Context: an optimization exercise on an open-source flow, tuned for small area, a short achievable clock period and few clock cycles per item. The choices shown serve that exercise and are no tape-out recipe.
In this exercise RTL edits were held to simulation tests only and were not proved equivalent to the original.
Power is estimated from default activity; no workload was simulated.

==> flow/design.v (outline; a module is shown in full before it is edited, if it fits) <==
// module digitClassifier: 4178 lines
module digitClassifier
(
    input  logic      clk,
    input  logic      rst,
    input  logic      start,
    input  logic      wrEn,
    input  cnnDataPkg::memAddr_t  wrAddr,
    input  cnnDataPkg::pixel_t    wrData,
    output logic      busy,
    output logic      done,
    output cnnDataPkg::classIdx_t classIdx,
    output cnnDataPkg::score_t    bestScore
);
  // ...
==> flow/flow/run.sh <==
#!/bin/bash
set -euo pipefail
bash standard.sh SETUP_SLACK_MARGIN=6.5 finish > standard_make.log 2>&1
==> flow/standard.sh <==
#!/bin/bash
# synth_recipe.tcl (not shown) runs the flow's synth.tcl, then flattens the netlist and writes it again
# the make line also repeats each setting of config.mk as NAME=value (left out here)
make -C /OpenROAD-flow-scripts/flow DESIGN_CONFIG=/design/flow/config.mk WORK_HOME=/design/flow/orfs CLKGATE_MAP_FILE= SYNTH_SCRIPT=/design/flow/synth_recipe.tcl "${@:-finish}"
==> flow/config.mk <==
export PLATFORM = sky130hd
export DESIGN_NAME = digitClassifier
export DESIGN_NICKNAME = digitClassifier
export VERILOG_FILES = /design/flow/design.v
export SDC_FILE = /design/flow/constraint.sdc
export NUM_CORES = 4
export LEC_CHECK = 0
export CAP_MARGIN = 20
export CORE_MARGIN = 2
export CORE_UTILIZATION = 40
export SLEW_MARGIN = 20
==> flow/constraint.sdc <==
create_clock -name core_clock -period 10.0 [get_ports {clk}]
set_input_delay 2.0000 -clock core_clock [delete_from_list [all_inputs] [get_ports {clk}]]
set_output_delay 2.0000 -clock core_clock [all_outputs]
set_load 0.01 [all_outputs]
==> summary.txt, run 1 <==
CTS
  – Hold buffer count at CTS: 0
  – Sink Count: 1,562
  – Clock latency on the worst-skew pair: 830 ps
  – Clock buffer depth: 3

Yosys
  – Number of enable flip-flop cells after synthesis: 936
  – Mux share of post-synthesis cell area: 0.0113
  – Synth top area cells: edfxtp_1 (37%), dfxtp_1 (16%), fa_1 (12%)
  – Asr flop ratio synth: 0.00640
  – Share of the synthesized area in the top cell type: 0.367
  – Post-synth top cells: edfxtp_1 (936), inv_1 (643), dfxtp_1 (616)

Worst setup path
  – Worst path bufs/invs: 2
  – Startpoint types: flop
  – WP data required: 10,700 ps
  – Slowest stage cell, crit path: fa_1

Layout
  – Cell Count, Final, Fillers Out: 8,922
  – Top flop regs: pix: 512 flops, fc: 288 flops, lb: 112 flops
  – Area grow syn2layout: 16.8%
  – Antenna cells: 3
  – Most frequent cells in the layout: edfxtp_1 (936), inv_1 (627), dfxtp_1 (560)
  – Commonest non-fill, non-tap cell in the layout: edfxtp_1
  – Largest register by flop count: pix
  – Clock network area share: 0.0613
  – Non-CTS buffers: 411

Pwr
  – Logic gate share of total power: 0.525
  – Sw Share: 0.405
  – Internal power: 20.1 mW
  – PD cells: 377 nW/um^2

Global route
  – Vias in the first global route: 48,914
  – Initial antenna violation count: 8

Die
  – Die area: 195,000 um^2
  – Row count: 160
  – Tap Cells: 2,511
  – Boundary Pins: 43

Routing
  – M1 WL: 89,600 um
  – 1st-iter DRT viols: 5,203
  – Via count: 48,864
  – # DRC: 0

Status
  – Run status: complete, no violations
Testbench counts, summed over its fixed seeds: cycles 14,160, images 192.
==> run 2: changes to the inputs <==
--- a/flow/design.v
+++ b/flow/design.v
@@ -49,73 +49,84 @@
     output logic      busy,
     output logic      done,
     output cnnDataPkg::classIdx_t classIdx,
     output cnnDataPkg::score_t    bestScore
 );
     logic                 wv;        
     cnnDataPkg::memAddr_t wa;        
     cnnDataPkg::pixel_t   wd;        
+    cnnDataPkg::pixel_t   wdm;       
     logic                 replay;    
     logic [5:0]           rcnt;      
+    logic                 rqv;       
     logic                 rv;        
+    logic [5:0]           rqa;
+    cnnDataPkg::pixel_t   rdq;
     cnnDataPkg::pixel_t   rdData;    
     always_ff @(posedge clk) begin
-        wv <= wrEn && !busy;
-        if (replay) begin
-            wa <= {1'b0, rcnt};
-            wd <= rdData;
+        wv  <= wrEn && !busy;
+        rdq <= rdData;
+        rqa <= rcnt;
+        if (wrEn) begin
+            wdm <= wrData;
+        end
+        if (rqv) begin
+            wa <= {1'b0, rqa};
+            wd <= rdq;
         end else begin
             wa <= wrAddr;
             wd <= wrData;
         end
     end
     cnnDataPkg::pixel_t pix [64];
     cnnDataPkg::pixel_t fc [36];
     logic [3:0] kOne [9];
     logic [3:0] kTwo [9];
     logic [3:0] kNeg [9];
     logic [3:0] wdOne;
     logic [3:0] wdTwo;
     logic [3:0] wdNeg;
-    assign wdOne[0] = wd[0] ^ 1'b0;
-    assign wdTwo[0] = (wd[1] & ~wd[0] & ~1'b0) | (~wd[1] & wd[0] & 1'b0);
-    assign wdNeg[0] = wd[1];
-    assign wdOne[1] = wd[2] ^ wd[1];
-    assign wdTwo[1] = (wd[3] & ~wd[2] & ~wd[1]) | (~wd[3] & wd[2] & wd[1]);
-    assign wdNeg[1] = wd[3];
-    assign wdOne[2] = wd[4] ^ wd[3];
-    assign wdTwo[2] = (wd[5] & ~wd[4] & ~wd[3]) | (~wd[5] & wd[4] & wd[3]);
-    assign wdNeg[2] = wd[5];
-    assign wdOne[3] = wd[6] ^ wd[5];
-    assign wdTwo[3] = (wd[7] & ~wd[6] & ~wd[5]) | (~wd[7] & wd[6] & wd[5]);
-    assign wdNeg[3] = wd[7];
+    assign wdOne[0] = wdm[0] ^ 1'b0;
+    assign wdTwo[0] = (wdm[1] & ~wdm[0] & ~1'b0) | (~wdm[1] & wdm[0] & 1'b0);
+    assign wdNeg[0] = wdm[1];
+    assign wdOne[1] = wdm[2] ^ wdm[1];
+    assign wdTwo[1] = (wdm[3] & ~wdm[2] & ~wdm[1]) | (~wdm[3] & wdm[2] & wdm[1]);
+    assign wdNeg[1] = wdm[3];
+    assign wdOne[2] = wdm[4] ^ wdm[3];
+    assign wdTwo[2] = (wdm[5] & ~wdm[4] & ~wdm[3]) | (~wdm[5] & wdm[4] & wdm[3]);
+    assign wdNeg[2] = wdm[5];
+    assign wdOne[3] = wdm[6] ^ wdm[5];
+    assign wdTwo[3] = (wdm[7] & ~wdm[6] & ~wdm[5]) | (~wdm[7] & wdm[6] & wdm[5]);
+    assign wdNeg[3] = wdm[7];
     always_ff @(posedge clk) begin
         for (int a = 0; a < 64; a++) begin
             if (wv && wa == 7'(0 + a)) begin
-                pix[a] <= wd;
+                pix[a] <= wdm;
             end
         end
         for (int t = 0; t < 9; t++) begin
             if (wv && wa == 7'(64 + t)) begin
                 kOne[t] <= wdOne;
                 kTwo[t] <= wdTwo;
                 kNeg[t] <= wdNeg;
             end
         end
         for (int a = 0; a < 36; a++) begin
             if (wv && wa == 7'(73 + a)) begin
-                fc[a] <= wd;
+                fc[a] <= wdm;
             end
         end
     end
+    logic [7:0] rselHi;    
+    logic [7:0] rselLo;    
     always_comb begin
         rdData = '0;
         for (int a = 0; a < 64; a++) begin
-            if (rcnt == 6'(a)) begin
+            if (rselHi[a / 8] && rselLo[a % 8]) begin
                 rdData = rdData | pix[a];
             end
         end
     end
     logic       ev;         
     logic       evPrev;
     logic [5:0] nexp;       
     logic       passDone;   
@@ -131,53 +142,65 @@
         end
     end
     assign accept = start && !busy;
     always_ff @(posedge clk or negedge rst) begin
         if (!rst) begin
             evPrev   <= 1'b0;
             passDone <= 1'b0;
             replay   <= 1'b0;
+            rqv      <= 1'b0;
             rv       <= 1'b0;
         end else begin
             evPrev   <= ev;
             passDone <= passDoneNext;
-            rv       <= replay;
+            rqv      <= replay;
+            rv       <= rqv;
             if (accept && !passDoneNext) begin
                 replay <= 1'b1;
             end else if (rcnt == 6'd63) begin
                 replay <= 1'b0;
             end
         end
     end
     always_ff @(posedge clk) begin
         nexp <= wa[5:0] + 6'd1;
         if (!replay) begin
-            rcnt <= '0;
+            rcnt   <= '0;
+            rselHi <= 8'd1;
+            rselLo <= 8'd1;
         end else begin
-            rcnt <= rcnt + 6'd1;
+            rcnt   <= rcnt + 6'd1;
+            rselLo <= {rselLo[6:0], rselLo[7]};
+            if (rcnt[2:0] == 3'd7) begin
+                rselHi <= {rselHi[6:0], rselHi[7]};
+            end
         end
     end
     cnnDataPkg::pixel_t lb [14];
     always_ff @(posedge clk) begin
         lb[0] <= wd;
         for (int k = 1; k < 14; k++) begin
             lb[k] <= lb[k-1];
         end
     end
     logic [19:0] corr;
-    logic [19:0] corrNext;
-    always_comb begin
-        corrNext = 20'(852736);
-        for (int t = 0; t < 9; t++) begin
-            corrNext = corrNext + 20'({kNeg[t][3], 1'b0, kNeg[t][2], 1'b0, kNeg[t][1], 1'b0, kNeg[t][0]});
-        end
-    end
+    logic [9:0]  corrLo;
+    logic [9:0]  corrHi;
     always_ff @(posedge clk) begin
-        corr <= corrNext;
+        corrLo <= 10'({kNeg[0][3], 1'b0, kNeg[0][2], 1'b0, kNeg[0][1], 1'b0, kNeg[0][0]})
+                + 10'({kNeg[1][3], 1'b0, kNeg[1][2], 1'b0, kNeg[1][1], 1'b0, kNeg[1][0]})
+                + 10'({kNeg[2][3], 1'b0, kNeg[2][2], 1'b0, kNeg[2][1], 1'b0, kNeg[2][0]})
+                + 10'({kNeg[3][3], 1'b0, kNeg[3][2], 1'b0, kNeg[3][1], 1'b0, kNeg[3][0]});
+        corrHi <= 10'({kNeg[4][3], 1'b0, kNeg[4][2], 1'b0, kNeg[4][1], 1'b0, kNeg[4][0]})
+                + 10'({kNeg[5][3], 1'b0, kNeg[5][2], 1'b0, kNeg[5][1], 1'b0, kNeg[5][0]})
+                + 10'({kNeg[6][3], 1'b0, kNeg[6][2], 1'b0, kNeg[6][1], 1'b0, kNeg[6][0]})
+                + 10'({kNeg[7][3], 1'b0, kNeg[7][2], 1'b0, kNeg[7][1], 1'b0, kNeg[7][0]})
+                + 10'({kNeg[8][3], 1'b0, kNeg[8][2], 1'b0, kNeg[8][1], 1'b0, kNeg[8][0]});
+        corr   <= 20'(852736) + 20'(corrLo) + 20'(corrHi);
     end
     cnnDataPkg::pixel_t px0;
     assign px0 = lb[13];
     cnnDataPkg::pixel_t px1;
     assign px1 = lb[12];
     cnnDataPkg::pixel_t px2;
     assign px2 = lb[11];
     logic cs1t_s0;
@@ -1670,262 +1693,279 @@
     assign cs5t_c359 = cs4a[17] & cs4b[17];
     assign cs5t_s360 = cs4a[18] ^ cs4b[18];
     assign cs5t_c360 = cs4a[18] & cs4b[18];
     assign cs5t_s361 = cs4a[19] ^ cs4b[19];
     assign cs5t_c361 = cs4a[19] & cs4b[19];
     logic [19:0] cs5t_r0, cs5t_r1;
     assign cs5t_r0 = {cs5t_c360, cs5t_c359, cs5t_c358, cs5t_c357, cs5t_c356, cs5t_c355, cs5t_c354, cs5t_c353, cs5t_c352, cs5t_c351, cs5t_c350, cs5t_c349, cs5t_c348, cs5t_c347, cs5t_c346, cs5t_c345, cs5t_c344, cs5t_c343, cs5t_c342, cs4b[0]};
     assign cs5t_r1 = {cs5t_s361, cs5t_s360, cs5t_s359, cs5t_s358, cs5t_s357, cs5t_s356, cs5t_s355, cs5t_s354, cs5t_s353, cs5t_s352, cs5t_s351, cs5t_s350, cs5t_s349, cs5t_s348, cs5t_s347, cs5t_s346, cs5t_s345, cs5t_s344, cs5t_s343, cs5t_s342};
-    logic [19:0] c1n_g0, c1n_p0, c1n;
-    assign c1n_g0 = cs5t_r0 & cs5t_r1;
-    assign c1n_p0 = cs5t_r0 ^ cs5t_r1;
-    logic [19:0] c1n_g1, c1n_p1;
-    assign c1n_g1[0] = c1n_g0[0];
-    assign c1n_p1[0] = c1n_p0[0];
-    assign c1n_g1[1] = c1n_g0[1] | (c1n_p0[1] & c1n_g0[0]);
-    assign c1n_p1[1] = c1n_p0[1] & c1n_p0[0];
-    assign c1n_g1[2] = c1n_g0[2] | (c1n_p0[2] & c1n_g0[1]);
-    assign c1n_p1[2] = c1n_p0[2] & c1n_p0[1];
-    assign c1n_g1[3] = c1n_g0[3] | (c1n_p0[3] & c1n_g0[2]);
-    assign c1n_p1[3] = c1n_p0[3] & c1n_p0[2];
-    assign c1n_g1[4] = c1n_g0[4] | (c1n_p0[4] & c1n_g0[3]);
-    assign c1n_p1[4] = c1n_p0[4] & c1n_p0[3];
-    assign c1n_g1[5] = c1n_g0[5] | (c1n_p0[5] & c1n_g0[4]);
-    assign c1n_p1[5] = c1n_p0[5] & c1n_p0[4];
-    assign c1n_g1[6] = c1n_g0[6] | (c1n_p0[6] & c1n_g0[5]);
-    assign c1n_p1[6] = c1n_p0[6] & c1n_p0[5];
-    assign c1n_g1[7] = c1n_g0[7] | (c1n_p0[7] & c1n_g0[6]);
-    assign c1n_p1[7] = c1n_p0[7] & c1n_p0[6];
-    assign c1n_g1[8] = c1n_g0[8] | (c1n_p0[8] & c1n_g0[7]);
-    assign c1n_p1[8] = c1n_p0[8] & c1n_p0[7];
-    assign c1n_g1[9] = c1n_g0[9] | (c1n_p0[9] & c1n_g0[8]);
-    assign c1n_p1[9] = c1n_p0[9] & c1n_p0[8];
-    assign c1n_g1[10] = c1n_g0[10] | (c1n_p0[10] & c1n_g0[9]);
-    assign c1n_p1[10] = c1n_p0[10] & c1n_p0[9];
-    assign c1n_g1[11] = c1n_g0[11] | (c1n_p0[11] & c1n_g0[10]);
-    assign c1n_p1[11] = c1n_p0[11] & c1n_p0[10];
-    assign c1n_g1[12] = c1n_g0[12] | (c1n_p0[12] & c1n_g0[11]);
-    assign c1n_p1[12] = c1n_p0[12] & c1n_p0[11];
-    assign c1n_g1[13] = c1n_g0[13] | (c1n_p0[13] & c1n_g0[12]);
-    assign c1n_p1[13] = c1n_p0[13] & c1n_p0[12];
-    assign c1n_g1[14] = c1n_g0[14] | (c1n_p0[14] & c1n_g0[13]);
-    assign c1n_p1[14] = c1n_p0[14] & c1n_p0[13];
-    assign c1n_g1[15] = c1n_g0[15] | (c1n_p0[15] & c1n_g0[14]);
-    assign c1n_p1[15] = c1n_p0[15] & c1n_p0[14];
-    assign c1n_g1[16] = c1n_g0[16] | (c1n_p0[16] & c1n_g0[15]);
-    assign c1n_p1[16] = c1n_p0[16] & c1n_p0[15];
-    assign c1n_g1[17] = c1n_g0[17] | (c1n_p0[17] & c1n_g0[16]);
-    assign c1n_p1[17] = c1n_p0[17] & c1n_p0[16];
-    assign c1n_g1[18] = c1n_g0[18] | (c1n_p0[18] & c1n_g0[17]);
-    assign c1n_p1[18] = c1n_p0[18] & c1n_p0[17];
-    assign c1n_g1[19] = c1n_g0[19] | (c1n_p0[19] & c1n_g0[18]);
-    assign c1n_p1[19] = c1n_p0[19] & c1n_p0[18];
-    logic [19:0] c1n_g2, c1n_p2;
-    assign c1n_g2[0] = c1n_g1[0];
-    assign c1n_p2[0] = c1n_p1[0];
-    assign c1n_g2[1] = c1n_g1[1];
-    assign c1n_p2[1] = c1n_p1[1];
-    assign c1n_g2[2] = c1n_g1[2] | (c1n_p1[2] & c1n_g1[0]);
-    assign c1n_p2[2] = c1n_p1[2] & c1n_p1[0];
-    assign c1n_g2[3] = c1n_g1[3] | (c1n_p1[3] & c1n_g1[1]);
-    assign c1n_p2[3] = c1n_p1[3] & c1n_p1[1];
-    assign c1n_g2[4] = c1n_g1[4] | (c1n_p1[4] & c1n_g1[2]);
-    assign c1n_p2[4] = c1n_p1[4] & c1n_p1[2];
-    assign c1n_g2[5] = c1n_g1[5] | (c1n_p1[5] & c1n_g1[3]);
-    assign c1n_p2[5] = c1n_p1[5] & c1n_p1[3];
-    assign c1n_g2[6] = c1n_g1[6] | (c1n_p1[6] & c1n_g1[4]);
-    assign c1n_p2[6] = c1n_p1[6] & c1n_p1[4];
-    assign c1n_g2[7] = c1n_g1[7] | (c1n_p1[7] & c1n_g1[5]);
-    assign c1n_p2[7] = c1n_p1[7] & c1n_p1[5];
-    assign c1n_g2[8] = c1n_g1[8] | (c1n_p1[8] & c1n_g1[6]);
-    assign c1n_p2[8] = c1n_p1[8] & c1n_p1[6];
-    assign c1n_g2[9] = c1n_g1[9] | (c1n_p1[9] & c1n_g1[7]);
-    assign c1n_p2[9] = c1n_p1[9] & c1n_p1[7];
-    assign c1n_g2[10] = c1n_g1[10] | (c1n_p1[10] & c1n_g1[8]);
-    assign c1n_p2[10] = c1n_p1[10] & c1n_p1[8];
-    assign c1n_g2[11] = c1n_g1[11] | (c1n_p1[11] & c1n_g1[9]);
-    assign c1n_p2[11] = c1n_p1[11] & c1n_p1[9];
-    assign c1n_g2[12] = c1n_g1[12] | (c1n_p1[12] & c1n_g1[10]);
-    assign c1n_p2[12] = c1n_p1[12] & c1n_p1[10];
-    assign c1n_g2[13] = c1n_g1[13] | (c1n_p1[13] & c1n_g1[11]);
-    assign c1n_p2[13] = c1n_p1[13] & c1n_p1[11];
-    assign c1n_g2[14] = c1n_g1[14] | (c1n_p1[14] & c1n_g1[12]);
-    assign c1n_p2[14] = c1n_p1[14] & c1n_p1[12];
-    assign c1n_g2[15] = c1n_g1[15] | (c1n_p1[15] & c1n_g1[13]);
-    assign c1n_p2[15] = c1n_p1[15] & c1n_p1[13];
-    assign c1n_g2[16] = c1n_g1[16] | (c1n_p1[16] & c1n_g1[14]);
-    assign c1n_p2[16] = c1n_p1[16] & c1n_p1[14];
-    assign c1n_g2[17] = c1n_g1[17] | (c1n_p1[17] & c1n_g1[15]);
-    assign c1n_p2[17] = c1n_p1[17] & c1n_p1[15];
-    assign c1n_g2[18] = c1n_g1[18] | (c1n_p1[18] & c1n_g1[16]);
-    assign c1n_p2[18] = c1n_p1[18] & c1n_p1[16];
-    assign c1n_g2[19] = c1n_g1[19] | (c1n_p1[19] & c1n_g1[17]);
-    assign c1n_p2[19] = c1n_p1[19] & c1n_p1[17];
-    logic [19:0] c1n_g3, c1n_p3;
-    assign c1n_g3[0] = c1n_g2[0];
-    assign c1n_p3[0] = c1n_p2[0];
-    assign c1n_g3[1] = c1n_g2[1];
-    assign c1n_p3[1] = c1n_p2[1];
-    assign c1n_g3[2] = c1n_g2[2];
-    assign c1n_p3[2] = c1n_p2[2];
-    assign c1n_g3[3] = c1n_g2[3];
-    assign c1n_p3[3] = c1n_p2[3];
-    assign c1n_g3[4] = c1n_g2[4] | (c1n_p2[4] & c1n_g2[0]);
-    assign c1n_p3[4] = c1n_p2[4] & c1n_p2[0];
-    assign c1n_g3[5] = c1n_g2[5] | (c1n_p2[5] & c1n_g2[1]);
-    assign c1n_p3[5] = c1n_p2[5] & c1n_p2[1];
-    assign c1n_g3[6] = c1n_g2[6] | (c1n_p2[6] & c1n_g2[2]);
-    assign c1n_p3[6] = c1n_p2[6] & c1n_p2[2];
-    assign c1n_g3[7] = c1n_g2[7] | (c1n_p2[7] & c1n_g2[3]);
-    assign c1n_p3[7] = c1n_p2[7] & c1n_p2[3];
-    assign c1n_g3[8] = c1n_g2[8] | (c1n_p2[8] & c1n_g2[4]);
-    assign c1n_p3[8] = c1n_p2[8] & c1n_p2[4];
-    assign c1n_g3[9] = c1n_g2[9] | (c1n_p2[9] & c1n_g2[5]);
-    assign c1n_p3[9] = c1n_p2[9] & c1n_p2[5];
-    assign c1n_g3[10] = c1n_g2[10] | (c1n_p2[10] & c1n_g2[6]);
-    assign c1n_p3[10] = c1n_p2[10] & c1n_p2[6];
-    assign c1n_g3[11] = c1n_g2[11] | (c1n_p2[11] & c1n_g2[7]);
-    assign c1n_p3[11] = c1n_p2[11] & c1n_p2[7];
-    assign c1n_g3[12] = c1n_g2[12] | (c1n_p2[12] & c1n_g2[8]);
-    assign c1n_p3[12] = c1n_p2[12] & c1n_p2[8];
-    assign c1n_g3[13] = c1n_g2[13] | (c1n_p2[13] & c1n_g2[9]);
-    assign c1n_p3[13] = c1n_p2[13] & c1n_p2[9];
-    assign c1n_g3[14] = c1n_g2[14] | (c1n_p2[14] & c1n_g2[10]);
-    assign c1n_p3[14] = c1n_p2[14] & c1n_p2[10];
-    assign c1n_g3[15] = c1n_g2[15] | (c1n_p2[15] & c1n_g2[11]);
-    assign c1n_p3[15] = c1n_p2[15] & c1n_p2[11];
-    assign c1n_g3[16] = c1n_g2[16] | (c1n_p2[16] & c1n_g2[12]);
-    assign c1n_p3[16] = c1n_p2[16] & c1n_p2[12];
-    assign c1n_g3[17] = c1n_g2[17] | (c1n_p2[17] & c1n_g2[13]);
-    assign c1n_p3[17] = c1n_p2[17] & c1n_p2[13];
-    assign c1n_g3[18] = c1n_g2[18] | (c1n_p2[18] & c1n_g2[14]);
-    assign c1n_p3[18] = c1n_p2[18] & c1n_p2[14];
-    assign c1n_g3[19] = c1n_g2[19] | (c1n_p2[19] & c1n_g2[15]);
-    assign c1n_p3[19] = c1n_p2[19] & c1n_p2[15];
-    logic [19:0] c1n_g4, c1n_p4;
-    assign c1n_g4[0] = c1n_g3[0];
-    assign c1n_p4[0] = c1n_p3[0];
-    assign c1n_g4[1] = c1n_g3[1];
-    assign c1n_p4[1] = c1n_p3[1];
-    assign c1n_g4[2] = c1n_g3[2];
-    assign c1n_p4[2] = c1n_p3[2];
-    assign c1n_g4[3] = c1n_g3[3];
-    assign c1n_p4[3] = c1n_p3[3];
-    assign c1n_g4[4] = c1n_g3[4];
-    assign c1n_p4[4] = c1n_p3[4];
-    assign c1n_g4[5] = c1n_g3[5];
-    assign c1n_p4[5] = c1n_p3[5];
-    assign c1n_g4[6] = c1n_g3[6];
-    assign c1n_p4[6] = c1n_p3[6];
-    assign c1n_g4[7] = c1n_g3[7];
-    assign c1n_p4[7] = c1n_p3[7];
-    assign c1n_g4[8] = c1n_g3[8] | (c1n_p3[8] & c1n_g3[0]);
-    assign c1n_p4[8] = c1n_p3[8] & c1n_p3[0];
-    assign c1n_g4[9] = c1n_g3[9] | (c1n_p3[9] & c1n_g3[1]);
-    assign c1n_p4[9] = c1n_p3[9] & c1n_p3[1];
-    assign c1n_g4[10] = c1n_g3[10] | (c1n_p3[10] & c1n_g3[2]);
-    assign c1n_p4[10] = c1n_p3[10] & c1n_p3[2];
-    assign c1n_g4[11] = c1n_g3[11] | (c1n_p3[11] & c1n_g3[3]);
-    assign c1n_p4[11] = c1n_p3[11] & c1n_p3[3];
-    assign c1n_g4[12] = c1n_g3[12] | (c1n_p3[12] & c1n_g3[4]);
-    assign c1n_p4[12] = c1n_p3[12] & c1n_p3[4];
-    assign c1n_g4[13] = c1n_g3[13] | (c1n_p3[13] & c1n_g3[5]);
-    assign c1n_p4[13] = c1n_p3[13] & c1n_p3[5];
-    assign c1n_g4[14] = c1n_g3[14] | (c1n_p3[14] & c1n_g3[6]);
-    assign c1n_p4[14] = c1n_p3[14] & c1n_p3[6];
-    assign c1n_g4[15] = c1n_g3[15] | (c1n_p3[15] & c1n_g3[7]);
-    assign c1n_p4[15] = c1n_p3[15] & c1n_p3[7];
-    assign c1n_g4[16] = c1n_g3[16] | (c1n_p3[16] & c1n_g3[8]);
-    assign c1n_p4[16] = c1n_p3[16] & c1n_p3[8];
-    assign c1n_g4[17] = c1n_g3[17] | (c1n_p3[17] & c1n_g3[9]);
-    assign c1n_p4[17] = c1n_p3[17] & c1n_p3[9];
-    assign c1n_g4[18] = c1n_g3[18] | (c1n_p3[18] & c1n_g3[10]);
-    assign c1n_p4[18] = c1n_p3[18] & c1n_p3[10];
-    assign c1n_g4[19] = c1n_g3[19] | (c1n_p3[19] & c1n_g3[11]);
-    assign c1n_p4[19] = c1n_p3[19] & c1n_p3[11];
-    logic [19:0] c1n_g5, c1n_p5;
-    assign c1n_g5[0] = c1n_g4[0];
-    assign c1n_p5[0] = c1n_p4[0];
-    assign c1n_g5[1] = c1n_g4[1];
-    assign c1n_p5[1] = c1n_p4[1];
-    assign c1n_g5[2] = c1n_g4[2];
-    assign c1n_p5[2] = c1n_p4[2];
-    assign c1n_g5[3] = c1n_g4[3];
-    assign c1n_p5[3] = c1n_p4[3];
-    assign c1n_g5[4] = c1n_g4[4];
-    assign c1n_p5[4] = c1n_p4[4];
-    assign c1n_g5[5] = c1n_g4[5];
-    assign c1n_p5[5] = c1n_p4[5];
-    assign c1n_g5[6] = c1n_g4[6];
-    assign c1n_p5[6] = c1n_p4[6];
-    assign c1n_g5[7] = c1n_g4[7];
-    assign c1n_p5[7] = c1n_p4[7];
-    assign c1n_g5[8] = c1n_g4[8];
-    assign c1n_p5[8] = c1n_p4[8];
-    assign c1n_g5[9] = c1n_g4[9];
-    assign c1n_p5[9] = c1n_p4[9];
-    assign c1n_g5[10] = c1n_g4[10];
-    assign c1n_p5[10] = c1n_p4[10];
-    assign c1n_g5[11] = c1n_g4[11];
-    assign c1n_p5[11] = c1n_p4[11];
-    assign c1n_g5[12] = c1n_g4[12];
-    assign c1n_p5[12] = c1n_p4[12];
-    assign c1n_g5[13] = c1n_g4[13];
-    assign c1n_p5[13] = c1n_p4[13];
-    assign c1n_g5[14] = c1n_g4[14];
-    assign c1n_p5[14] = c1n_p4[14];
-    assign c1n_g5[15] = c1n_g4[15];
-    assign c1n_p5[15] = c1n_p4[15];
-    assign c1n_g5[16] = c1n_g4[16] | (c1n_p4[16] & c1n_g4[0]);
-    assign c1n_p5[16] = c1n_p4[16] & c1n_p4[0];
-    assign c1n_g5[17] = c1n_g4[17] | (c1n_p4[17] & c1n_g4[1]);
-    assign c1n_p5[17] = c1n_p4[17] & c1n_p4[1];
-    assign c1n_g5[18] = c1n_g4[18] | (c1n_p4[18] & c1n_g4[2]);
-    assign c1n_p5[18] = c1n_p4[18] & c1n_p4[2];
-    assign c1n_g5[19] = c1n_g4[19] | (c1n_p4[19] & c1n_g4[3]);
-    assign c1n_p5[19] = c1n_p4[19] & c1n_p4[3];
-    assign c1n = c1n_p0 ^ {c1n_g5[18:0], 1'b0};
-    logic signed [19:0] c1;
+    logic [19:0] cs5a, cs5b;
     always_ff @(posedge clk) begin
-        c1 <= c1n;
+        cs5a <= cs5t_r0;
+        cs5b <= cs5t_r1;
     end
-    logic               v1;
-    logic [5:0]         pos1;
-    logic [8:0]         fsel1;       
+    logic               vC;
+    logic [5:0]         posC;
+    logic [8:0]         fselC;       
     always_ff @(posedge clk or negedge rst) begin
         if (!rst) begin
-            v1 <= 1'b0;
+            vC <= 1'b0;
         end else begin
-            v1 <= ev && wa[5:4] != 2'b00 && wa[2:1] != 2'b00;
+            vC <= ev && wa[5:4] != 2'b00 && wa[2:1] != 2'b00;
         end
     end
     always_ff @(posedge clk) begin
-        pos1 <= wa[5:0];
+        posC <= wa[5:0];
         for (int i = 0; i < 9; i++) begin
-            fsel1[i] <= (4'((wa[5:3] - 3'd2) >> 1) * 4'd3 + 4'((wa[2:0] - 3'd2) >> 1)) == 4'(i);
+            fselC[i] <= (4'((wa[5:3] - 3'd2) >> 1) * 4'd3 + 4'((wa[2:0] - 3'd2) >> 1)) == 4'(i);
         end
     end
+    logic [19:0] c1_g0, c1_p0, c1;
+    assign c1_g0 = cs5a & cs5b;
+    assign c1_p0 = cs5a ^ cs5b;
+    logic [19:0] c1_g1, c1_p1;
+    assign c1_g1[0] = c1_g0[0];
+    assign c1_p1[0] = c1_p0[0];
+    assign c1_g1[1] = c1_g0[1] | (c1_p0[1] & c1_g0[0]);
+    assign c1_p1[1] = c1_p0[1] & c1_p0[0];
+    assign c1_g1[2] = c1_g0[2] | (c1_p0[2] & c1_g0[1]);
+    assign c1_p1[2] = c1_p0[2] & c1_p0[1];
+    assign c1_g1[3] = c1_g0[3] | (c1_p0[3] & c1_g0[2]);
+    assign c1_p1[3] = c1_p0[3] & c1_p0[2];
+    assign c1_g1[4] = c1_g0[4] | (c1_p0[4] & c1_g0[3]);
+    assign c1_p1[4] = c1_p0[4] & c1_p0[3];
+    assign c1_g1[5] = c1_g0[5] | (c1_p0[5] & c1_g0[4]);
+    assign c1_p1[5] = c1_p0[5] & c1_p0[4];
+    assign c1_g1[6] = c1_g0[6] | (c1_p0[6] & c1_g0[5]);
+    assign c1_p1[6] = c1_p0[6] & c1_p0[5];
+    assign c1_g1[7] = c1_g0[7] | (c1_p0[7] & c1_g0[6]);
+    assign c1_p1[7] = c1_p0[7] & c1_p0[6];
+    assign c1_g1[8] = c1_g0[8] | (c1_p0[8] & c1_g0[7]);
+    assign c1_p1[8] = c1_p0[8] & c1_p0[7];
+    assign c1_g1[9] = c1_g0[9] | (c1_p0[9] & c1_g0[8]);
+    assign c1_p1[9] = c1_p0[9] & c1_p0[8];
+    assign c1_g1[10] = c1_g0[10] | (c1_p0[10] & c1_g0[9]);
+    assign c1_p1[10] = c1_p0[10] & c1_p0[9];
+    assign c1_g1[11] = c1_g0[11] | (c1_p0[11] & c1_g0[10]);
+    assign c1_p1[11] = c1_p0[11] & c1_p0[10];
+    assign c1_g1[12] = c1_g0[12] | (c1_p0[12] & c1_g0[11]);
+    assign c1_p1[12] = c1_p0[12] & c1_p0[11];
+    assign c1_g1[13] = c1_g0[13] | (c1_p0[13] & c1_g0[12]);
+    assign c1_p1[13] = c1_p0[13] & c1_p0[12];
+    assign c1_g1[14] = c1_g0[14] | (c1_p0[14] & c1_g0[13]);
+    assign c1_p1[14] = c1_p0[14] & c1_p0[13];
+    assign c1_g1[15] = c1_g0[15] | (c1_p0[15] & c1_g0[14]);
+    assign c1_p1[15] = c1_p0[15] & c1_p0[14];
+    assign c1_g1[16] = c1_g0[16] | (c1_p0[16] & c1_g0[15]);
+    assign c1_p1[16] = c1_p0[16] & c1_p0[15];
+    assign c1_g1[17] = c1_g0[17] | (c1_p0[17] & c1_g0[16]);
+    assign c1_p1[17] = c1_p0[17] & c1_p0[16];
+    assign c1_g1[18] = c1_g0[18] | (c1_p0[18] & c1_g0[17]);
+    assign c1_p1[18] = c1_p0[18] & c1_p0[17];
+    assign c1_g1[19] = c1_g0[19] | (c1_p0[19] & c1_g0[18]);
+    assign c1_p1[19] = c1_p0[19] & c1_p0[18];
+    logic [19:0] c1_g2, c1_p2;
+    assign c1_g2[0] = c1_g1[0];
+    assign c1_p2[0] = c1_p1[0];
+    assign c1_g2[1] = c1_g1[1];
+    assign c1_p2[1] = c1_p1[1];
+    assign c1_g2[2] = c1_g1[2] | (c1_p1[2] & c1_g1[0]);
+    assign c1_p2[2] = c1_p1[2] & c1_p1[0];
+    assign c1_g2[3] = c1_g1[3] | (c1_p1[3] & c1_g1[1]);
+    assign c1_p2[3] = c1_p1[3] & c1_p1[1];
+    assign c1_g2[4] = c1_g1[4] | (c1_p1[4] & c1_g1[2]);
+    assign c1_p2[4] = c1_p1[4] & c1_p1[2];
+    assign c1_g2[5] = c1_g1[5] | (c1_p1[5] & c1_g1[3]);
+    assign c1_p2[5] = c1_p1[5] & c1_p1[3];
+    assign c1_g2[6] = c1_g1[6] | (c1_p1[6] & c1_g1[4]);
+    assign c1_p2[6] = c1_p1[6] & c1_p1[4];
+    assign c1_g2[7] = c1_g1[7] | (c1_p1[7] & c1_g1[5]);
+    assign c1_p2[7] = c1_p1[7] & c1_p1[5];
+    assign c1_g2[8] = c1_g1[8] | (c1_p1[8] & c1_g1[6]);
+    assign c1_p2[8] = c1_p1[8] & c1_p1[6];
+    assign c1_g2[9] = c1_g1[9] | (c1_p1[9] & c1_g1[7]);
+    assign c1_p2[9] = c1_p1[9] & c1_p1[7];
+    assign c1_g2[10] = c1_g1[10] | (c1_p1[10] & c1_g1[8]);
+    assign c1_p2[10] = c1_p1[10] & c1_p1[8];
+    assign c1_g2[11] = c1_g1[11] | (c1_p1[11] & c1_g1[9]);
+    assign c1_p2[11] = c1_p1[11] & c1_p1[9];
+    assign c1_g2[12] = c1_g1[12] | (c1_p1[12] & c1_g1[10]);
+    assign c1_p2[12] = c1_p1[12] & c1_p1[10];
+    assign c1_g2[13] = c1_g1[13] | (c1_p1[13] & c1_g1[11]);
+    assign c1_p2[13] = c1_p1[13] & c1_p1[11];
+    assign c1_g2[14] = c1_g1[14] | (c1_p1[14] & c1_g1[12]);
+    assign c1_p2[14] = c1_p1[14] & c1_p1[12];
+    assign c1_g2[15] = c1_g1[15] | (c1_p1[15] & c1_g1[13]);
+    assign c1_p2[15] = c1_p1[15] & c1_p1[13];
+    assign c1_g2[16] = c1_g1[16] | (c1_p1[16] & c1_g1[14]);
+    assign c1_p2[16] = c1_p1[16] & c1_p1[14];
+    assign c1_g2[17] = c1_g1[17] | (c1_p1[17] & c1_g1[15]);
+    assign c1_p2[17] = c1_p1[17] & c1_p1[15];
+    assign c1_g2[18] = c1_g1[18] | (c1_p1[18] & c1_g1[16]);
+    assign c1_p2[18] = c1_p1[18] & c1_p1[16];
+    assign c1_g2[19] = c1_g1[19] | (c1_p1[19] & c1_g1[17]);
+    assign c1_p2[19] = c1_p1[19] & c1_p1[17];
+    logic [19:0] c1_g3, c1_p3;
+    assign c1_g3[0] = c1_g2[0];
+    assign c1_p3[0] = c1_p2[0];
+    assign c1_g3[1] = c1_g2[1];
+    assign c1_p3[1] = c1_p2[1];
+    assign c1_g3[2] = c1_g2[2];
+    assign c1_p3[2] = c1_p2[2];
+    assign c1_g3[3] = c1_g2[3];
+    assign c1_p3[3] = c1_p2[3];
+    assign c1_g3[4] = c1_g2[4] | (c1_p2[4] & c1_g2[0]);
+    assign c1_p3[4] = c1_p2[4] & c1_p2[0];
+    assign c1_g3[5] = c1_g2[5] | (c1_p2[5] & c1_g2[1]);
+    assign c1_p3[5] = c1_p2[5] & c1_p2[1];
+    assign c1_g3[6] = c1_g2[6] | (c1_p2[6] & c1_g2[2]);
+    assign c1_p3[6] = c1_p2[6] & c1_p2[2];
+    assign c1_g3[7] = c1_g2[7] | (c1_p2[7] & c1_g2[3]);
+    assign c1_p3[7] = c1_p2[7] & c1_p2[3];
+    assign c1_g3[8] = c1_g2[8] | (c1_p2[8] & c1_g2[4]);
+    assign c1_p3[8] = c1_p2[8] & c1_p2[4];
+    assign c1_g3[9] = c1_g2[9] | (c1_p2[9] & c1_g2[5]);
+    assign c1_p3[9] = c1_p2[9] & c1_p2[5];
+    assign c1_g3[10] = c1_g2[10] | (c1_p2[10] & c1_g2[6]);
+    assign c1_p3[10] = c1_p2[10] & c1_p2[6];
+    assign c1_g3[11] = c1_g2[11] | (c1_p2[11] & c1_g2[7]);
+    assign c1_p3[11] = c1_p2[11] & c1_p2[7];
+    assign c1_g3[12] = c1_g2[12] | (c1_p2[12] & c1_g2[8]);
+    assign c1_p3[12] = c1_p2[12] & c1_p2[8];
+    assign c1_g3[13] = c1_g2[13] | (c1_p2[13] & c1_g2[9]);
+    assign c1_p3[13] = c1_p2[13] & c1_p2[9];
+    assign c1_g3[14] = c1_g2[14] | (c1_p2[14] & c1_g2[10]);
+    assign c1_p3[14] = c1_p2[14] & c1_p2[10];
+    assign c1_g3[15] = c1_g2[15] | (c1_p2[15] & c1_g2[11]);
+    assign c1_p3[15] = c1_p2[15] & c1_p2[11];
+    assign c1_g3[16] = c1_g2[16] | (c1_p2[16] & c1_g2[12]);
+    assign c1_p3[16] = c1_p2[16] & c1_p2[12];
+    assign c1_g3[17] = c1_g2[17] | (c1_p2[17] & c1_g2[13]);
+    assign c1_p3[17] = c1_p2[17] & c1_p2[13];
+    assign c1_g3[18] = c1_g2[18] | (c1_p2[18] & c1_g2[14]);
+    assign c1_p3[18] = c1_p2[18] & c1_p2[14];
+    assign c1_g3[19] = c1_g2[19] | (c1_p2[19] & c1_g2[15]);
+    assign c1_p3[19] = c1_p2[19] & c1_p2[15];
+    logic [19:0] c1_g4, c1_p4;
+    assign c1_g4[0] = c1_g3[0];
+    assign c1_p4[0] = c1_p3[0];
+    assign c1_g4[1] = c1_g3[1];
+    assign c1_p4[1] = c1_p3[1];
+    assign c1_g4[2] = c1_g3[2];
+    assign c1_p4[2] = c1_p3[2];
+    assign c1_g4[3] = c1_g3[3];
+    assign c1_p4[3] = c1_p3[3];
+    assign c1_g4[4] = c1_g3[4];
+    assign c1_p4[4] = c1_p3[4];
+    assign c1_g4[5] = c1_g3[5];
+    assign c1_p4[5] = c1_p3[5];
+    assign c1_g4[6] = c1_g3[6];
+    assign c1_p4[6] = c1_p3[6];
+    assign c1_g4[7] = c1_g3[7];
+    assign c1_p4[7] = c1_p3[7];
+    assign c1_g4[8] = c1_g3[8] | (c1_p3[8] & c1_g3[0]);
+    assign c1_p4[8] = c1_p3[8] & c1_p3[0];
+    assign c1_g4[9] = c1_g3[9] | (c1_p3[9] & c1_g3[1]);
+    assign c1_p4[9] = c1_p3[9] & c1_p3[1];
+    assign c1_g4[10] = c1_g3[10] | (c1_p3[10] & c1_g3[2]);
+    assign c1_p4[10] = c1_p3[10] & c1_p3[2];
+    assign c1_g4[11] = c1_g3[11] | (c1_p3[11] & c1_g3[3]);
+    assign c1_p4[11] = c1_p3[11] & c1_p3[3];
+    assign c1_g4[12] = c1_g3[12] | (c1_p3[12] & c1_g3[4]);
+    assign c1_p4[12] = c1_p3[12] & c1_p3[4];
+    assign c1_g4[13] = c1_g3[13] | (c1_p3[13] & c1_g3[5]);
+    assign c1_p4[13] = c1_p3[13] & c1_p3[5];
+    assign c1_g4[14] = c1_g3[14] | (c1_p3[14] & c1_g3[6]);
+    assign c1_p4[14] = c1_p3[14] & c1_p3[6];
+    assign c1_g4[15] = c1_g3[15] | (c1_p3[15] & c1_g3[7]);
+    assign c1_p4[15] = c1_p3[15] & c1_p3[7];
+    assign c1_g4[16] = c1_g3[16] | (c1_p3[16] & c1_g3[8]);
+    assign c1_p4[16] = c1_p3[16] & c1_p3[8];
+    assign c1_g4[17] = c1_g3[17] | (c1_p3[17] & c1_g3[9]);
+    assign c1_p4[17] = c1_p3[17] & c1_p3[9];
+    assign c1_g4[18] = c1_g3[18] | (c1_p3[18] & c1_g3[10]);
+    assign c1_p4[18] = c1_p3[18] & c1_p3[10];
+    assign c1_g4[19] = c1_g3[19] | (c1_p3[19] & c1_g3[11]);
+    assign c1_p4[19] = c1_p3[19] & c1_p3[11];
+    logic [19:0] c1_g5, c1_p5;
+    assign c1_g5[0] = c1_g4[0];
+    assign c1_p5[0] = c1_p4[0];
+    assign c1_g5[1] = c1_g4[1];
+    assign c1_p5[1] = c1_p4[1];
+    assign c1_g5[2] = c1_g4[2];
+    assign c1_p5[2] = c1_p4[2];
+    assign c1_g5[3] = c1_g4[3];
+    assign c1_p5[3] = c1_p4[3];
+    assign c1_g5[4] = c1_g4[4];
+    assign c1_p5[4] = c1_p4[4];
+    assign c1_g5[5] = c1_g4[5];
+    assign c1_p5[5] = c1_p4[5];
+    assign c1_g5[6] = c1_g4[6];
+    assign c1_p5[6] = c1_p4[6];
+    assign c1_g5[7] = c1_g4[7];
+    assign c1_p5[7] = c1_p4[7];
+    assign c1_g5[8] = c1_g4[8];
+    assign c1_p5[8] = c1_p4[8];
+    assign c1_g5[9] = c1_g4[9];
+    assign c1_p5[9] = c1_p4[9];
+    assign c1_g5[10] = c1_g4[10];
+    assign c1_p5[10] = c1_p4[10];
+    assign c1_g5[11] = c1_g4[11];
+    assign c1_p5[11] = c1_p4[11];
+    assign c1_g5[12] = c1_g4[12];
+    assign c1_p5[12] = c1_p4[12];
+    assign c1_g5[13] = c1_g4[13];
+    assign c1_p5[13] = c1_p4[13];
+    assign c1_g5[14] = c1_g4[14];
+    assign c1_p5[14] = c1_p4[14];
+    assign c1_g5[15] = c1_g4[15];
+    assign c1_p5[15] = c1_p4[15];
+    assign c1_g5[16] = c1_g4[16] | (c1_p4[16] & c1_g4[0]);
+    assign c1_p5[16] = c1_p4[16] & c1_p4[0];
+    assign c1_g5[17] = c1_g4[17] | (c1_p4[17] & c1_g4[1]);
+    assign c1_p5[17] = c1_p4[17] & c1_p4[1];
+    assign c1_g5[18] = c1_g4[18] | (c1_p4[18] & c1_g4[2]);
+    assign c1_p5[18] = c1_p4[18] & c1_p4[2];
+    assign c1_g5[19] = c1_g4[19] | (c1_p4[19] & c1_g4[3]);
+    assign c1_p5[19] = c1_p4[19] & c1_p4[3];
+    assign c1 = c1_p0 ^ {c1_g5[18:0], 1'b0};
+    cnnDataPkg::feature_t qn;
     cnnDataPkg::feature_t q1;
+    logic                 v1;
+    logic [5:0]           pos1;
+    logic [8:0]           fsel1;
+    always_comb begin
+        if (c1[19]) begin
+            qn = '0;
+        end else if (c1[18:11] != '0) begin
+            qn = 7'(127);
+        end else begin
+            qn = c1[10:4];
+        end
+    end
+    always_ff @(posedge clk or negedge rst) begin
+        if (!rst) begin
+            v1 <= 1'b0;
+        end else begin
+            v1 <= vC;
+        end
+    end
+    always_ff @(posedge clk) begin
+        q1    <= qn;
+        pos1  <= posC;
+        fsel1 <= fselC;
+    end
     cnnDataPkg::feature_t hold1;     
     cnnDataPkg::feature_t pair1;
     cnnDataPkg::feature_t pq [3];    
     cnnDataPkg::feature_t poolMax;
     logic                 qGtH;
     logic                 qGtP;
     logic                 hGtP;
-    always_comb begin
-        if (c1[19]) begin
-            q1 = '0;
-        end else if (c1[18:11] != '0) begin
-            q1 = 7'(127);
-        end else begin
-            q1 = c1[10:4];
-        end
-    end
     assign qGtH    = q1 > hold1;
     assign qGtP    = q1 > pq[2];
     assign hGtP    = hold1 > pq[2];
     assign pair1   = qGtH ? q1 : hold1;
     assign poolMax = (qGtH && qGtP) ? q1 : ((!qGtH && hGtP) ? hold1 : pq[2]);
     cnnDataPkg::pixel_t [4-1:0] w1;
     always_comb begin
         for (int c = 0; c < 4; c++) begin
@@ -4066,22 +4106,27 @@
     cnnDataPkg::score_t best23;
     always_ff @(posedge clk or negedge rst) begin
         if (!rst) begin
             a2Final <= 1'b0;
         end else begin
             a2Final <= accFinal;
         end
     end
+    cnnDataPkg::score_t sc0, sc1, sc2, sc3;
     always_ff @(posedge clk) begin
-        sel01  <= s1gt0;
-        sel23  <= s3gt2;
-        best01 <= s1gt0 ? score1 : score0;
-        best23 <= s3gt2 ? score3 : score2;
+        sel01 <= s1gt0;
+        sel23 <= s3gt2;
+        sc0   <= score0;
+        sc1   <= score1;
+        sc2   <= score2;
+        sc3   <= score3;
     end
+    assign best01 = sel01 ? sc1 : sc0;
+    assign best23 = sel23 ? sc3 : sc2;
     logic selHi;
     logic selHi_g0, selHi_e0;
     assign selHi_g0 = (best23[0] & ~best01[0]);
     assign selHi_e0 = ~(best23[0] ^ best01[0]);
     logic selHi_g1, selHi_e1;
     assign selHi_g1 = (best23[1] & ~best01[1]);
     assign selHi_e1 = ~(best23[1] ^ best01[1]);
     logic selHi_g2, selHi_e2;
@@ -4192,17 +4237,17 @@
     logic selHi_g37, selHi_e37;
     assign selHi_g37 = selHi_g36 | (selHi_e36 & selHi_g35);
     assign selHi_e37 = selHi_e36 & selHi_e35;
     logic selHi_g38, selHi_e38;
     assign selHi_g38 = selHi_g34 | (selHi_e34 & selHi_g37);
     assign selHi_e38 = selHi_e34 & selHi_e37;
     assign selHi = selHi_g38;
     logic report;
-    assign report = busy && !done && !replay && !rv && a2Final;
+    assign report = busy && !done && !replay && !rqv && !rv && a2Final;
     always_ff @(posedge clk or negedge rst) begin
         if (!rst) begin
             busy <= 1'b0;
             done <= 1'b0;
         end else begin
             done <= report;
             if (accept) begin
                 busy <= 1'b1;
==> flow/flow/run.sh (replaced) <==
#!/bin/bash
set -euo pipefail
bash standard.sh SETUP_SLACK_MARGIN=6.3 finish > standard_make.log 2>&1
==> flow/config.mk (replaced) <==
export PLATFORM = sky130hd
export DESIGN_NAME = digitClassifier
export DESIGN_NICKNAME = digitClassifier
export VERILOG_FILES = /design/flow/design.v
export SDC_FILE = /design/flow/constraint.sdc
export NUM_CORES = 4
export LEC_CHECK = 0
export CAP_MARGIN = 20
export CORE_MARGIN = 2
export CORE_UTILIZATION = 60
export CTS_BUF_LIST = sky130_fd_sc_hd__clkbuf_4 sky130_fd_sc_hd__clkbuf_8
export SLEW_MARGIN = 20
==> run 2 against run 1 <==
Final cell count decreased by 6.1%. Register-to-register slack improved by 570 ps. Sequential share of layout area grew 3.4 points. Synthesized cell count is 4.5% higher. Global-route usage rose by 9.0 points. Clock skew grew 35 ps. Via count up 1.5%. Combinational power shrank 74%. Sequential cell count is 141 higher. Maximum frequency grew 16%. Still clean.
==> summary.txt, run 2 <==
Routing
  – Post-DR vias/cell: 5.92
  – Final WL: 212,000 um
  – WL per Instance: 25.3 um
  – ANT nets after route: 0
  – # DRC: 0 (unchanged)
  – Via count: 49,616 (+1.5%)
  – Drt pass-1 iters: 10
  – 1st-iter DRT viols: 5,125 (-1.5%)

STA
  – Slew @ Worst Pin: 1230 ps
  – Skew final: 85.1 ps
  – Relative slew slack: 0.181
  – Fin. max-slew vios: 0
  – Final setup violation count: 0
  – Min Hold Slack: 321 ps
  – Setup TNS: 0 ps
  – Unrepaired setup endpoints after global routing: true
  – Fin worst setup slack: 6310 ps
  – Final Hold Viols: 0
  – Tcrit/Tclk final: 0.369
  – Fin crit period: 3690 ps
  – Achievable Freq: 271 MHz

CTS
  – Clock buffer depth: 4 (+1)
  – H-tree levels: 5
  – Num CTS Buffers: 297
  – Clk slew on worst S/H paths: 60 ps
  – CTS tree: built
  – Clock latency on the worst-skew pair: 990 ps (+160 ps)
  – Hold buffer count at CTS: 0 (unchanged)
  – Sink Count: 1,703 (+9.0%)
  – Root buf cell: clkbuf_8

Job
  – Max-cap violations: 0

Pwr
  – VDD IR max: 0.165 mV
  – PD cells: 221 nW/um^2 (-41%)
  – Leakage: 36.1 nW

Worst setup path
  – Slowest stage cell, crit path: fa_1
  – Worst path arrival time: 4510 ps
  – Crit-path max FO: 7
  – Reg2reg path depth: 11
  – Worst Setup End Kind: flop
  – Sequence of cells on the critical path: buf_4, a22oi_2, xor2_1, fa_1, fa_1, inv_1, fa_1, inv_1, fa_1, inv_1, fa_1
  – CP peak stage delay: 550 ps
  – Startpoint types: flop
  – Reg2Reg Launch Point: kOne[0][2]$_DFFE_PP_
  – RR Endpoint: cs1b[10]$_DFF_P_
  – Most Frequent Cell on Critical Path: fa_1
  – WP data required: 10,820 ps (+120 ps)
  – Reg2reg setup slack: 6310 ps
  – WS Path Type: reg2reg

Placed design
  – Post-place setup slack: 6320 ps
  – I/O Buffers: 42
  – Gpl congestion: 0.939
  – Post-DP HPWL: 146,000 um

Global route
  – Pin count of the biggest net entering global routing: 97
  – Vias in the first global route: 49,908 (+2.0%)
  – Initial antenna violation count: 11 (+3)
  – Global route overflow: 0
  – GRT Overall Usage: 0.311
  – First-pass GRT wire length: 315,000 um

Yosys
  – Synth cell types: 72
  – Synth top area cells: edfxtp_1 (35%), dfxtp_1 (19%), fa_1 (12%)
  – Syn. warnings: 16
  – Synth Net Count: 7,090
  – Cell Area, Synth: 80,200 um^2
  – Number of enable flip-flop cells after synthesis: 944 (+0.85%)
  – Asr flop ratio synth: 0.00705 (+0.000644)
  – Share of the synthesized area in the top cell type: 0.354 (-0.0137)
  – Cell taking the most area after synthesis: edfxtp_1
  – Seq/Total Area, Yosys: 0.544
  – Flops & latches, synth: 1,703
  – Predominant post-synthesis flop cell: edfxtp_1
  – Synthesized instance count: 6,256
  – Syn avg cell area: 12.8 um^2
  – Cell with the most instances after synthesis: edfxtp_1
  – Post-synth top cells: edfxtp_1 (944), dfxtp_1 (747), inv_1 (663)

Worst hold path
  – Min-delay src: fselC[0]$_DFF_P_
  – Hold endpoint: fsel1[0]$_DFF_P_
  – Hold Path Stages: 0
  – Min-delay worst type: reg2reg

Die
  – Boundary Pins: 43 (unchanged)
  – Row count: 134 (-16%)
  – Chip height: 370 um
  – Die area: 137,000 um^2 (-30%)
  – Area of the core: 133,000 um^2
  – Starting Density: 0.602
  – Die X: 370 um

Layout
  – Top flop regs: pix: 512 flops, fc: 288 flops, lb: 112 flops
  – Largest register FFs: 512
  – Commonest non-fill, non-tap cell in the layout: edfxtp_1
  – Layout cells sized above 1: 0.115
  – Area grow syn2layout: 10.9%
  – NumNets Final: 7,222
  – Largest register by flop count: pix
  – Most frequent cells in the layout: edfxtp_1 (944), dfxtp_1 (720), inv_1 (662)

Status
  – Run status: complete, no violations
[run 2: power breakdown]
part | switching, mW | leakage, nW | internal [mW]
combinational | 2.71 | 18.0 | 1.84
sequential | 0.417 | 14.8 | 8.09
clock | 2.79 | 3.27 | 3.77
[run 2: area by class of cell]
class,count,area [um^2]
Fill cell,9810,44200
Inverter,665,2500
Timing Repair Buffer,188,1510
Sequential cell,1703,43600
Clock inverter,57,442
Multi-Input combinational cell,3533,32900
Clock buffer,458,5700
Antenna cell,9,22.5
Tap cell,1768,2210
[run 2: cell families (layout without fill, tap and decap cells)]
group	count (synthesis)	after routing	synth area share
other cells	0	9	0
simple gates	895	895	0.0554
fa+ha+maj	815	815	0.171
flops	1703	1703	0.544
compound gates	1142	1142	0.106
buf+inv	1020	1368	0.0480
mux	105	105	0.0135
xor+xnor	576	576	0.0629
[run 2: how the worst max path moves through the flow]
stage                                  end  cells past startpoint                  from  slack (ps)
final                     cs1b[10]$_DFF_P_                     11  kOne[0][2]$_DFFE_PP_        6310
after global routing         sel01$_DFF_P_                     17    acc0[1][0]$_DFF_P_        6090
after global placement     cs3b[8]$_DFF_P_                     10      lb[5][6]$_DFF_P_        6380
after CTS                             busy                      1      busy$_DFFE_PN0P_        6060
after detailed placement     sel01$_DFF_P_                     17    acc0[1][0]$_DFF_P_        6320
after floorplan            cs3b[8]$_DFF_P_                     12      lb[5][5]$_DFF_P_        6510
[run 2: timing repair]
action	in CTS	in global routing
pin swaps	0	11
setup buffers	1	50
resized for setup	25	37
endpoints found under the setup margin	25	22
[run 2: stage by stage]
stage | power [mW] | util | instance area, um^2 | cells
after global routing | 20.7 | 0.668 | 88900 | 8374
after detailed placement | 13.2 | 0.618 | 82200 | 7805
after global placement | 13.0 | 0.618 | 82200 | 7805
after CTS | 19.7 | 0.664 | 88400 | 8321
after floorplan | 11.6 | - | 80200 | 6256
final | 19.6 | 0.668 | 88900 | 8381
[run 2: critical path, delay by kind of cell (launching register included)]
family,cells,cell delay [ps]
compound gates,1,170
fa+ha+maj,5,2250
buf+inv,4,420
xor+xnor,1,210
flops,1,500
[run 2: routing by layer]
layer  share of wire  global-route usage  vias up
met2            0.46               0.495     2356
met3           0.083              0.0589      555
met1            0.41               0.420    24473
met5         0.00013                   0        -
met4           0.045               0.133        4
li1                -                   -    22228
Testbench counts of run 2, summed over its fixed seeds: cycles 14,352, images 192.
==> run 3: changes to the inputs <==
--- a/flow/config.mk
+++ b/flow/config.mk
@@ -8,5 +8,4 @@
 export CAP_MARGIN = 20
 export CORE_MARGIN = 2
-export CORE_UTILIZATION = 60
-export CTS_BUF_LIST = sky130_fd_sc_hd__clkbuf_4 sky130_fd_sc_hd__clkbuf_8
+export CORE_UTILIZATION = 40
 export SLEW_MARGIN = 20
==> run 3 against run 2 <==
First-iteration DRC count fell by 8.6%. Clock skew fell by 26 ps. Setup slack improved by 120 ps. Synthesized cell count did not move. Utilization fell by 22 points. Design area rose by 1.0%. Critical path depth did not move. Total power rose by 1.2%. Maximum frequency rose by 3.4%. Final cell count rose by 8.3%. Wire length rose by 0.33%.
==> summary.txt, run 3 <==
Status
  – Run status: complete, no violations

Layout
  – Finished Core Util: 0.450 (-0.217)
  – Most frequent cells in the layout: edfxtp_1 (944), dfxtp_1 (724), inv_1 (663)
  – Layout cells sized above 1: 0.0829 (-0.0325)
  – Largest register FFs: 512 (unchanged)
  – Commonest non-fill, non-tap cell in the layout: edfxtp_1
  – Top flop regs: pix: 512 flops, fc: 288 flops, lb: 112 flops
  – Cell Count, Final, Fillers Out: 9,078 (+8.3%)
  – Largest register by flop count: pix
  – Area grow syn2layout: 12.0%
  – NumNets Final: 7,105 (-1.6%)

Placed design
  – Post-DP HPWL: 146,000 um (+0.21%)
  – I/O Buffers: 42 (unchanged)
  – Gpl congestion: 0.872 (-7.1%)
  – Placed insts: 8,704 (+12%)

Routing
  – Drt pass-1 iters: 8 (-2)
  – 1st-iter DRT viols: 4,686 (-8.6%)
  – Post-DR vias/cell: 5.36 (-9.4%)
  – Via count: 48,692 (-1.9%)
  – # DRC: 0 (unchanged)
  – Final WL: 212,000 um (+0.33%)
  – ANT nets after route: 0 (unchanged)
  – WL per Instance: 23.4 um (-7.4%)

CTS
  – Clock latency on the worst-skew pair: 830 ps (-160 ps)
  – Clock buffer depth: 3 (-1)
  – Hold buffer count at CTS: 0 (unchanged)
  – Num CTS Buffers: 179 (-40%)
  – Sink Count: 1,703 (unchanged)
  – Clk slew on worst S/H paths: 60 ps (about the same)
  – H-tree levels: 4 (-1)
  – Root buf cell: clkbuf_16
  – CTS tree: built

Yosys
  – Flops & latches, synth: 1,703 (unchanged)
  – Syn avg cell area: 12.8 um^2 (unchanged)
  – Post-synth top cells: edfxtp_1 (944), dfxtp_1 (747), inv_1 (663)
  – Predominant post-synthesis flop cell: edfxtp_1
  – Syn. warnings: 16 (unchanged)
  – Asr flop ratio synth: 0.00705 (unchanged)
  – Share of the synthesized area in the top cell type: 0.354 (unchanged)
  – Synth cell types: 72 (unchanged)
  – Synth Net Count: 7,090 (unchanged)
  – Cell taking the most area after synthesis: edfxtp_1
  – Cell Area, Synth: 80,200 um^2 (unchanged)
  – Synthesized instance count: 6,256 (unchanged)
  – Seq/Total Area, Yosys: 0.544 (unchanged)
  – Number of enable flip-flop cells after synthesis: 944 (unchanged)
  – Synth top area cells: edfxtp_1 (35%), dfxtp_1 (19%), fa_1 (12%)
  – Cell with the most instances after synthesis: edfxtp_1

Worst setup path
  – Reg2reg setup slack: 6430 ps (+120 ps)
  – WS Path Type: reg2reg
  – Worst setup path end: cs1b[8]$_DFF_P_
  – Reg2reg path depth: 11 (unchanged)
  – Worst path arrival time: 4280 ps (-230 ps)
  – Startpoint types: flop
  – Worst Setup End Kind: flop
  – RR Endpoint: cs1b[8]$_DFF_P_
  – Worst setup path start: lb[12][0]$_DFF_P_
  – Crit-path max FO: 9 (+2)
  – Reg2Reg Launch Point: lb[12][0]$_DFF_P_
  – WP data required: 10,720 ps (-100 ps)

STA
  – Relative slew slack: 0.145 (-0.0364)
  – Min Hold Slack: 309 ps (-11.4 ps)
  – Slew @ Worst Pin: 1270 ps (+43.9 ps)
  – Skew final: 59.5 ps (-25.6 ps)
  – Setup TNS: 0 ps (unchanged)
  – Fin. max-slew vios: 0 (unchanged)
  – Achievable Freq: 280 MHz (+3.4%)
  – Unrepaired setup endpoints after global routing: true
  – Fin crit period: 3570 ps (-122 ps)
  – Final setup violation count: 0 (unchanged)
  – Final Hold Viols: 0 (unchanged)
  – Tcrit/Tclk final: 0.357 (-0.0122)

Die
  – Area of the core: 199,000 um^2 (+50%)
  – Row count: 164 (+22%)
  – Boundary Pins: 43 (unchanged)
  – Chip height: 452 um (+22%)
  – Die area: 204,000 um^2 (+49%)
  – Starting Density: 0.402 (-0.200)
  – Die X: 452 um (+22%)

Global route
  – Pin count of the biggest net entering global routing: 90 (-7.2%)
  – Vias in the first global route: 49,499 (-0.82%)
  – First-pass GRT wire length: 319,000 um (+1.2%)
  – Initial antenna violation count: 11 (unchanged)
  – Global route overflow: 0 (unchanged)
  – GRT Overall Usage: 0.208 (-0.103)

Pwr
  – Leakage: 35.8 nW (-0.91%)
  – PD cells: 221 nW/um^2 (+0.14%)
  – VDD IR max: 0.182 mV (+10%)

Worst hold path
  – Min-delay worst type: reg2reg

Job
  – Max-cap violations: 0 (unchanged)
==> run 3: critical path, stage by stage (launching register included) <==
cell and delay, ps:
dfxtp_1 570, a22oi_1 170, xnor2_1 180, fa_1 550
inv_1 70, fa_1 510, inv_1 60, fa_1 360
inv_1 80, fa_1 410, inv_1 80, fa_1 400
==> run 3: report_power, final <==
group / total [mW] / internal (mW) / switching (mW) / leakage, nW
combinational: 4.57 / 1.84 / 2.73 / 18.0
clock: 6.79 / 3.90 / 2.89 / 2.93
sequential: 8.50 / 8.08 / 0.412 / 14.8
total: 19.9 / 13.8 / 6.03 / 35.8
==> run 3: area by class of cell <==
class                           instances  area [um^2]
Fill cell                           17953       110000
Clock buffer                          233         4900
Antenna cell                            1         2.50
Clock inverter                         98         1130
Sequential cell                      1703        43600
Multi-Input combinational cell       3533        32900
Inverter                              665         2500
Timing Repair Buffer                  189         1500
Tap cell                             2656         3320
==> run 3: through the flow <==
step	setup slack (ps)	instance area, um^2	power, mW
floorplan	6510	80200	11.6
global placement	6230	83400	13.2
detailed placement	6220	83400	13.3
CTS	6340	89400	20.1
global route	6220	89800	21.0
finish	6430	89800	19.9
==> run 3: routing by layer <==
| layer | track usage | wire length [um] |
|---|---|---|
| met2 | 0.349 | 103000 |
| met5 | 0 | 39 |
| met3 | 0.0355 | 15800 |
| met1 | 0.270 | 86000 |
| met4 | 0.0726 | 7740 |
==> run 3: kinds of logic after synthesis <==
family,after synthesis,share of synthesized area
and+or+nand+nor,895,0.0554
DFF,1703,0.544
adders and majority gates,815,0.171
buffers and inverters,1020,0.0480
muxes,105,0.0135
AOI/OAI and AO/OA,1142,0.106
xor gates and xnor gates,576,0.0629
==> run 3: worst min path at each step <==
stage	depth (start not counted)	to	from
floorplan	0	cs3b[17]$_DFF_P_	cs2a[17]$_DFF_P_
global placement	0	cs3b[17]$_DFF_P_	cs2a[17]$_DFF_P_
detailed placement	0	cs5a[0]$_DFF_P_	cs4b[0]$_DFF_P_
CTS	0	lb[11][2]$_DFF_P_	lb[10][2]$_DFF_P_
global route	0	lb[11][2]$_DFF_P_	lb[10][2]$_DFF_P_
finish	0	lb[5][7]$_DFF_P_	lb[4][7]$_DFF_P_
==> run 3: what timing repair did <==
| item | 4_1_cts | 5_1_grt |
|---|---|---|
| pin swaps | 0 | 4 |
| resized for setup | 26 | 23 |
| setup buffers | 0 | 41 |
| setup endpoints to repair | 25 | 20 |

## port drivers added, routing unchanged
Ports are ideal in the flow. The routed layouts listed here were re-timed in OpenROAD.
Step 1: set_driving_cell puts a clkbuf_16 on clk and a buf_2 on each other input, an assumption about the parent block.
Step 2 moves the port delays by t, midway between the first and last clock arrival at a register: inputs arrive t later, outputs are due t later. That takes back most of the time a late clock gives input paths.
a / b / c = ideal / step 1 / step 2; a / b = the first two.
run	t, ns	setup WS [ns]	hold WS [ns]	worst setup path at the end	slew at the worst register clock pin (ns)
run 1	0.888	5.735 / 5.735 / 5.735	0.318 / 0.318 / 0.318	register to register	0.07 / 0.07
run 2	1.042	6.308 / 6.308 / 6.308	0.321 / 0.321 / 0.321	register to register	0.08 / 0.08
run 3	0.889	6.430 / 6.377 / 6.430	0.309 / 0.309 / 0.309	register to register	0.07 / 0.07
After both steps every run listed still meets setup and hold.
